Context: an optimization exercise on an open-source flow, tuned for small area. The choices shown serve that exercise and are no tape-out recipe. At most, simulation tests tie the RTL to the original design; equivalence was not proved. No activity file was given, so power comes from the tool's default toggle rates.

==> wip/xenon <==
==> flow/design.v <==
package pla_pkg;
    typedef enum logic [1:0] {IDLE = 2'd0, PRE = 2'd1, MAC = 2'd2, DATA = 2'd3} pla_state_e;
endpackage
`timescale 1ns/100ps
module pla_backward_parser
(
    input  logic                                        I_pla_312m5_clk,
    input  logic                                        I_pla_rst,
    input  logic [31:0]                                 xgmii_rxd,
    input  logic [3:0]                                  xgmii_rxc,
    input  logic [(3*((8+1)*48))-1:0]                        mac_cfg,
    input  logic [3-1:0]                         wr_resp,
    input  logic                                        cnt_clear,
    output logic [1:0]                                  xgmii_pla_num,
    output logic [15-1:0]                  slice_id,
    output logic [31:0]                                 payload,
    output logic                                        payload_en,
    output logic [3-1:0]                         check_ok,
    output logic [3*15-1:0]          new_id,
    output logic [3-1:0]                         new_id_valid,
    output logic [16-1:0]                   len_err_cnt,
    output logic [16-1:0]                   mac_err_cnt
);
    localparam logic [1:0] IDLE = 2'd0;
    localparam logic [1:0] PRE  = 2'd1;
    localparam logic [1:0] MAC  = 2'd2;
    localparam logic [1:0] DATA = 2'd3;
    logic        start_hit;
    logic        sfd_hit;
    logic        ctrl_any;
    logic        tok_hit;
    logic [1:0]  state_nxt;
    logic [6:0]  cnt_nxt;
    logic [1:0]  state_q;
    logic [6:0]  cnt_q;
    logic        ctrl_q;      
    logic        tok_q;       
    logic [31:0] data_q;
    logic [15:0] prev_lo_q;
    assign start_hit = (xgmii_rxc == 4'b1000) &&
                       (xgmii_rxd == {8'hFB, 24'h555555});
    assign sfd_hit   = (xgmii_rxc == 4'b0000) && (xgmii_rxd == 32'h5555_55D5);
    assign ctrl_any  = |xgmii_rxc;
    assign tok_hit   = (xgmii_rxc == 4'b0011) && (xgmii_rxd[15:8] == 8'hFD);
    always_comb
    begin
        state_nxt = state_q;
        case (state_q)
            IDLE: state_nxt = start_hit ? PRE : IDLE;
            PRE:
            begin
                if (sfd_hit)
                    state_nxt = MAC;
                else
                    state_nxt = start_hit ? PRE : IDLE;
            end
            MAC:
            begin
                if (ctrl_any)
                    state_nxt = IDLE;
                else if (cnt_q == 7'd3)
                    state_nxt = DATA;
            end
            DATA:
            begin
                if (ctrl_q)
                    state_nxt = start_hit ? PRE : IDLE;
            end
        endcase
    end
    always_comb
    begin
        case (state_nxt)
            MAC:     cnt_nxt = (state_q == MAC) ? cnt_q + 1'b1 : '0;
            DATA:
            begin
                if (state_q != DATA)
                    cnt_nxt = 7'd1;
                else
                    cnt_nxt = (&cnt_q) ? cnt_q : cnt_q + 1'b1;
            end
            default: cnt_nxt = '0;
        endcase
    end
    always_ff @(posedge I_pla_312m5_clk)
    begin
        if (I_pla_rst)
        begin
            state_q <= IDLE;
            cnt_q   <= '0;
            ctrl_q  <= 1'b1;
            tok_q   <= 1'b0;
        end
        else
        begin
            state_q <= state_nxt;
            cnt_q   <= cnt_nxt;
            ctrl_q  <= ctrl_any;
            tok_q   <= tok_hit;
        end
    end
    always_ff @(posedge I_pla_312m5_clk)
    begin
        data_q    <= xgmii_rxd;
        prev_lo_q <= data_q[15:0];
    end
    logic in_data;
    logic tag_now;
    logic checked;
    logic end_now;
    assign in_data = (state_q == DATA);
    assign tag_now = in_data && (cnt_q == 7'd1);
    assign checked = in_data && (cnt_q == 7'd2);
    assign end_now = in_data && ctrl_q;
    logic [3-1:0] dah_q;
    logic [3-1:0] sa_hit;
    logic [3-1:0] da_hit;
    logic [3-1:0] sa_hit_q;
    logic [3-1:0] da_hit_q;
    logic [3-1:0] hit_q;
    logic [47:0]         sa;
    logic [31:0]         payload_q;
    logic [1:0]          best;
    logic                mac_ok_q;
    logic [1:0]          plane_q;
    assign sa = {prev_lo_q, data_q};
    always_comb
    begin
        for (int p = 0; p < 3; p++)
        begin
            sa_hit[p] = 1'b0;
            for (int a = 0; a < 8; a++)
                if (sa == mac_cfg[p*((8+1)*48) + a*48 +: 48])
                    sa_hit[p] = 1'b1;
            da_hit[p] = dah_q[p] &&
                        (payload_q == mac_cfg[p*((8+1)*48) + 8*48 +: 32]);
        end
    end
    always_ff @(posedge I_pla_312m5_clk)
    begin
        if ((state_q == MAC) && (cnt_q == 7'd1))
            for (int p = 0; p < 3; p++)
                dah_q[p] <= data_q[31:16] ==
                            mac_cfg[p*((8+1)*48) + 8*48 + 32 +: 16];
        sa_hit_q <= sa_hit;
        da_hit_q <= da_hit;
    end
    assign hit_q = sa_hit_q & da_hit_q;
    always_comb
    begin
        best = 2'd0;
        for (int p = 0; p < 3; p++)
            if (hit_q[p])
                best = 2'(p);
    end
    always_ff @(posedge I_pla_312m5_clk)
    begin
        if (I_pla_rst)
        begin
            mac_ok_q <= 1'b0;
            plane_q  <= 2'd0;
        end
        else if (tag_now)
        begin
            mac_ok_q <= |hit_q;
            plane_q  <= best;
        end
    end
    assign xgmii_pla_num = plane_q;
    logic req_q;
    logic len_ok;
    logic verdict;
    logic slice_ok_q;
    logic len_err_q;
    logic ok2_q;
    assign len_ok  = (cnt_q == 7'd66) && tok_q;
    assign verdict = end_now && mac_ok_q && !req_q;
    always_ff @(posedge I_pla_312m5_clk)
    begin
        if (tag_now)
            req_q <= data_q[31];
    end
    always_ff @(posedge I_pla_312m5_clk)
    begin
        if (I_pla_rst)
        begin
            slice_id   <= '0;
            slice_ok_q <= 1'b0;
            len_err_q  <= 1'b0;
            ok2_q      <= 1'b0;
            payload_en <= 1'b0;
        end
        else
        begin
            if (tag_now)
                slice_id <= data_q[31] ? '0 : data_q[30:16];
            slice_ok_q <= verdict && len_ok;
            len_err_q  <= verdict && !len_ok;
            ok2_q      <= slice_ok_q;
            payload_en <= in_data && (cnt_q >= 7'd3);
        end
    end
    always_ff @(posedge I_pla_312m5_clk)
    begin
        payload_q <= {prev_lo_q, data_q[31:16]};
        payload   <= payload_q;
    end
    always_comb
    begin
        for (int p = 0; p < 3; p++)
            check_ok[p] = ok2_q && (plane_q == 2'(p));
    end
    always_ff @(posedge I_pla_312m5_clk)
    begin
        if (I_pla_rst || cnt_clear)
        begin
            len_err_cnt <= '0;
            mac_err_cnt <= '0;
        end
        else
        begin
            if (len_err_q)
                len_err_cnt <= len_err_cnt + 1'b1;
            if (checked && !mac_ok_q)
                mac_err_cnt <= mac_err_cnt + 1'b1;
        end
    end
    logic [3-1:0]                      wr_q;
    logic [3-1:0]                      wr_rise;
    logic [3-1:0][15-1:0] last_id;
    logic [15-1:0]               sid_in;
    assign wr_rise = wr_resp & ~wr_q;
    assign sid_in  = I_pla_rst ? '0 : slice_id;
    always_ff @(posedge I_pla_312m5_clk)
    begin
        for (int p = 0; p < 3; p++)
            if (I_pla_rst || check_ok[p])
                last_id[p] <= sid_in;
    end
    always_ff @(posedge I_pla_312m5_clk)
    begin
        if (I_pla_rst)
        begin
            wr_q         <= '0;
            new_id       <= '0;
            new_id_valid <= '0;
        end
        else
        begin
            wr_q         <= wr_resp;
            new_id_valid <= wr_rise;
            for (int p = 0; p < 3; p++)
                if (wr_rise[p])
                    new_id[p*15 +: 15] <= last_id[p];
        end
    end
endmodule
==> flow/flow/run.sh <==
#!/bin/bash
# Standard ORFS layout with the smallest buffer on the ports and pins on
# every routing track, so the die can be smaller. Make's output goes to
# flow_make.log; ORFS keeps each step's log under orfs/logs.
set -o pipefail
export BUFFER_PORTS_ARGS="-buffer_cell sky130_fd_sc_hd__buf_1"
export PLACE_PINS_ARGS="-min_distance 1 -min_distance_in_tracks"
bash standard.sh finish > flow_make.log 2>&1
==> flow/standard.sh <==
#!/bin/bash
# synth_recipe.tcl (not shown) runs the flow's synth.tcl, then flattens the netlist and writes it again
# the make line also repeats each setting of config.mk as NAME=value (left out here)
make -C /OpenROAD-flow-scripts/flow DESIGN_CONFIG=/design/flow/config.mk WORK_HOME=/design/flow/orfs CLKGATE_MAP_FILE= SYNTH_SCRIPT=/design/flow/synth_recipe.tcl "${@:-finish}"
==> flow/config.mk <==
export PLATFORM = sky130hd
export DESIGN_NAME = pla_backward_parser
export DESIGN_NICKNAME = pla_backward_parser
export VERILOG_FILES = /design/flow/design.v
export SDC_FILE = /design/flow/constraint.sdc
export NUM_CORES = 4
export LEC_CHECK = 0
export CAP_MARGIN = 20
export CORE_AREA = 10 10 260 260
export CTS_BUF_LIST = sky130_fd_sc_hd__clkbuf_4 sky130_fd_sc_hd__clkbuf_8
export DIE_AREA = 0 0 270 270
export SETUP_SLACK_MARGIN = 0.1
export SLEW_MARGIN = 20
==> flow/constraint.sdc <==
create_clock -name core_clock -period 3.2 [get_ports {I_pla_312m5_clk}]
set_input_delay 0.6400 -clock core_clock [delete_from_list [all_inputs] [get_ports {I_pla_312m5_clk}]]
set_output_delay 0.6400 -clock core_clock [all_outputs]
set_load 0.01 [all_outputs]
==> inputs of wip/zinc, as changes to wip/xenon <==
--- a/flow/design.v
+++ b/flow/design.v
@@ -114,12 +114,10 @@
     assign end_now = in_data && ctrl_q;
     logic [3-1:0] dah_q;
-    logic [3-1:0] sa_hit;
-    logic [3-1:0] da_hit;
-    logic [3-1:0] sa_hit_q;
-    logic [3-1:0] da_hit_q;
-    logic [3-1:0] hit_q;
+    logic [3-1:0] da_q;
+    logic [3-1:0] hit;
     logic [47:0]         sa;
-    logic [31:0]         payload_q;
     logic [1:0]          best;
+    logic                m_ok_q;
+    logic [1:0]          m_plane_q;
     logic                mac_ok_q;
     logic [1:0]          plane_q;
@@ -129,28 +127,28 @@
         for (int p = 0; p < 3; p++)
         begin
-            sa_hit[p] = 1'b0;
+            hit[p] = 1'b0;
             for (int a = 0; a < 8; a++)
                 if (sa == mac_cfg[p*((8+1)*48) + a*48 +: 48])
-                    sa_hit[p] = 1'b1;
-            da_hit[p] = dah_q[p] &&
-                        (payload_q == mac_cfg[p*((8+1)*48) + 8*48 +: 32]);
-        end
-    end
-    always_ff @(posedge I_pla_312m5_clk)
-    begin
-        if ((state_q == MAC) && (cnt_q == 7'd1))
-            for (int p = 0; p < 3; p++)
-                dah_q[p] <= data_q[31:16] ==
-                            mac_cfg[p*((8+1)*48) + 8*48 + 32 +: 16];
-        sa_hit_q <= sa_hit;
-        da_hit_q <= da_hit;
-    end
-    assign hit_q = sa_hit_q & da_hit_q;
+                    hit[p] = 1'b1;
+            hit[p] = hit[p] && da_q[p];
+        end
+    end
     always_comb
     begin
         best = 2'd0;
         for (int p = 0; p < 3; p++)
-            if (hit_q[p])
+            if (hit[p])
                 best = 2'(p);
+    end
+    always_ff @(posedge I_pla_312m5_clk)
+    begin
+        for (int p = 0; p < 3; p++)
+        begin
+            dah_q[p] <= data_q == mac_cfg[p*((8+1)*48) + 8*48 + 16 +: 32];
+            da_q[p]  <= dah_q[p] &&
+                        (data_q[31:16] == mac_cfg[p*((8+1)*48) + 8*48 +: 16]);
+        end
+        m_ok_q    <= |hit;
+        m_plane_q <= best;
     end
     always_ff @(posedge I_pla_312m5_clk)
@@ -163,6 +161,6 @@
         else if (tag_now)
         begin
-            mac_ok_q <= |hit_q;
-            plane_q  <= best;
+            mac_ok_q <= m_ok_q;
+            plane_q  <= m_plane_q;
         end
     end
@@ -174,4 +172,5 @@
     logic len_err_q;
     logic ok2_q;
+    logic [31:0] payload_q;
     assign len_ok  = (cnt_q == 7'd66) && tok_q;
     assign verdict = end_now && mac_ok_q && !req_q;
==> flow/run.sh (new file) <==
#!/bin/bash
# synth_recipe.tcl (not shown) runs the flow's synth.tcl, then flattens the netlist and writes it again
# the make line also repeats each setting of config.mk as NAME=value (left out here)
make -C /OpenROAD-flow-scripts/flow DESIGN_CONFIG=/design/flow/config.mk WORK_HOME=/design/flow/orfs CLKGATE_MAP_FILE= SYNTH_SCRIPT=/design/flow/synth_recipe.tcl finish
==> flow/config.mk (replaced) <==
export PLATFORM = sky130hd
export DESIGN_NAME = pla_backward_parser
export DESIGN_NICKNAME = pla_backward_parser
export VERILOG_FILES = /design/flow/design.v
export SDC_FILE = /design/flow/constraint.sdc
export NUM_CORES = 4
export LEC_CHECK = 0
export CAP_MARGIN = 20
export CORE_AREA = 10 10 510 510
export DIE_AREA = 0 0 520 520
export SLEW_MARGIN = 20
removed: flow/flow/run.sh
removed: flow/standard.sh
==> inputs of wip/yarrow, as changes to wip/xenon <==
--- a/flow/design.v
+++ b/flow/design.v
@@ -114,12 +114,10 @@
     assign end_now = in_data && ctrl_q;
     logic [3-1:0] dah_q;
-    logic [3-1:0] sa_hit;
-    logic [3-1:0] da_hit;
-    logic [3-1:0] sa_hit_q;
-    logic [3-1:0] da_hit_q;
-    logic [3-1:0] hit_q;
+    logic [3-1:0] da_q;
+    logic [3-1:0] hit;
     logic [47:0]         sa;
-    logic [31:0]         payload_q;
     logic [1:0]          best;
+    logic                m_ok_q;
+    logic [1:0]          m_plane_q;
     logic                mac_ok_q;
     logic [1:0]          plane_q;
@@ -129,28 +127,28 @@
         for (int p = 0; p < 3; p++)
         begin
-            sa_hit[p] = 1'b0;
+            hit[p] = 1'b0;
             for (int a = 0; a < 8; a++)
                 if (sa == mac_cfg[p*((8+1)*48) + a*48 +: 48])
-                    sa_hit[p] = 1'b1;
-            da_hit[p] = dah_q[p] &&
-                        (payload_q == mac_cfg[p*((8+1)*48) + 8*48 +: 32]);
-        end
-    end
-    always_ff @(posedge I_pla_312m5_clk)
-    begin
-        if ((state_q == MAC) && (cnt_q == 7'd1))
-            for (int p = 0; p < 3; p++)
-                dah_q[p] <= data_q[31:16] ==
-                            mac_cfg[p*((8+1)*48) + 8*48 + 32 +: 16];
-        sa_hit_q <= sa_hit;
-        da_hit_q <= da_hit;
-    end
-    assign hit_q = sa_hit_q & da_hit_q;
+                    hit[p] = 1'b1;
+            hit[p] = hit[p] && da_q[p];
+        end
+    end
     always_comb
     begin
         best = 2'd0;
         for (int p = 0; p < 3; p++)
-            if (hit_q[p])
+            if (hit[p])
                 best = 2'(p);
+    end
+    always_ff @(posedge I_pla_312m5_clk)
+    begin
+        for (int p = 0; p < 3; p++)
+        begin
+            dah_q[p] <= data_q == mac_cfg[p*((8+1)*48) + 8*48 + 16 +: 32];
+            da_q[p]  <= dah_q[p] &&
+                        (data_q[31:16] == mac_cfg[p*((8+1)*48) + 8*48 +: 16]);
+        end
+        m_ok_q    <= |hit;
+        m_plane_q <= best;
     end
     always_ff @(posedge I_pla_312m5_clk)
@@ -163,6 +161,6 @@
         else if (tag_now)
         begin
-            mac_ok_q <= |hit_q;
-            plane_q  <= best;
+            mac_ok_q <= m_ok_q;
+            plane_q  <= m_plane_q;
         end
     end
@@ -174,4 +172,5 @@
     logic len_err_q;
     logic ok2_q;
+    logic [31:0] payload_q;
     assign len_ok  = (cnt_q == 7'd66) && tok_q;
     assign verdict = end_now && mac_ok_q && !req_q;
--- a/flow/config.mk
+++ b/flow/config.mk
@@ -8,6 +8,4 @@
 export CAP_MARGIN = 20
 export CORE_AREA = 10 10 260 260
-export CTS_BUF_LIST = sky130_fd_sc_hd__clkbuf_4 sky130_fd_sc_hd__clkbuf_8
 export DIE_AREA = 0 0 270 270
-export SETUP_SLACK_MARGIN = 0.1
 export SLEW_MARGIN = 20
==> comparison table <==
Met2 Routed Length: wip/zinc 122.2 mm; wip/yarrow 73.14 mm; wip/xenon -
Power in the clock group: wip/zinc 0.00455 W; wip/yarrow 0.00333 W; wip/xenon -
Worst setup timing slack at the placement stage: wip/zinc -0.5887 ns; wip/yarrow 0.1769 ns; wip/xenon 0.1880 ns
Share of cell area taken by muxes after synthesis: wip/zinc 0.002115; wip/yarrow 0.002115; wip/xenon 0.0008590
Status: wip/zinc no timing/DRC/antenna violations; wip/yarrow complete, but fails checks; wip/xenon did not finish
Stage where the flow stopped: wip/zinc -; wip/yarrow -; wip/xenon global routing (5_1_grt)
Reasons for failing layout checks: wip/zinc -; wip/yarrow negative setup slack; wip/xenon -
CP max-delay cell: wip/zinc nor4_1; wip/yarrow nor4_1; wip/xenon -
Final instance area: wip/zinc 45810 µm²; wip/yarrow 31860 µm²; wip/xenon -
Register share of the cell area: wip/zinc 0.1377; wip/yarrow 0.1950; wip/xenon -
DRC viols: wip/zinc 0; wip/yarrow 0; wip/xenon -
Worst skew pair latency: wip/zinc 0.63 ns; wip/yarrow 0.58 ns; wip/xenon -
Most common cell after layout, fill and taps aside: wip/zinc clkdlybuf4s50_1; wip/yarrow buf_1; wip/xenon -
Slew at the pin with the worst max-slew slack: wip/zinc 0.8433 ns; wip/yarrow 1.159 ns; wip/xenon -
Met3 routed wirelength: wip/zinc 24.64 mm; wip/yarrow 33.72 mm; wip/xenon -
Flip-flop and latch count: wip/zinc 283; wip/yarrow 283; wip/xenon -
Count of flip-flops with a built-in enable after synthesis: wip/zinc 46; wip/yarrow 46; wip/xenon 49
Number of design-rule violations left by the first detailed-router iteration: wip/zinc 2639; wip/yarrow 5078; wip/xenon -
Final number of hold-violating endpoints: wip/zinc 0; wip/yarrow 0; wip/xenon -
The RTL of wip/zinc and wip/yarrow was laid out without a check of its function.

-- afterwards: timing with drivers on the ports --
The results above use ideal ports. As a check the final layouts listed here were re-extracted and re-timed, cells and wires unchanged. Step 1, drivers: a clkbuf_16 drives I_pla_312m5_clk and a buf_2 each remaining input, both assumed. Step 2 times the ports against the registers' clock, not the clock port: input delays grow and output delays shrink by t, the midpoint of the rising clock arrivals with the driver on. Slacks: ideal ports / drivers / drivers and shift; pairs: ideal ports / drivers.
| run | shift t [ns] | setup WS [ns] | pins driven straight from the clock port |
|---|---|---|---|
| wip/zinc | 0.697 | 0.045 / 0.045 / -0.251 | 1 |
| wip/yarrow | 0.613 | -0.140 / -0.140 / -0.140 | 1 |
Met with ideal ports but missed after step 2: setup timing in wip/zinc. The setup slack of wip/zinc, which loses most, moves by 0.000 ns with the drivers and by -0.296 ns with both steps.
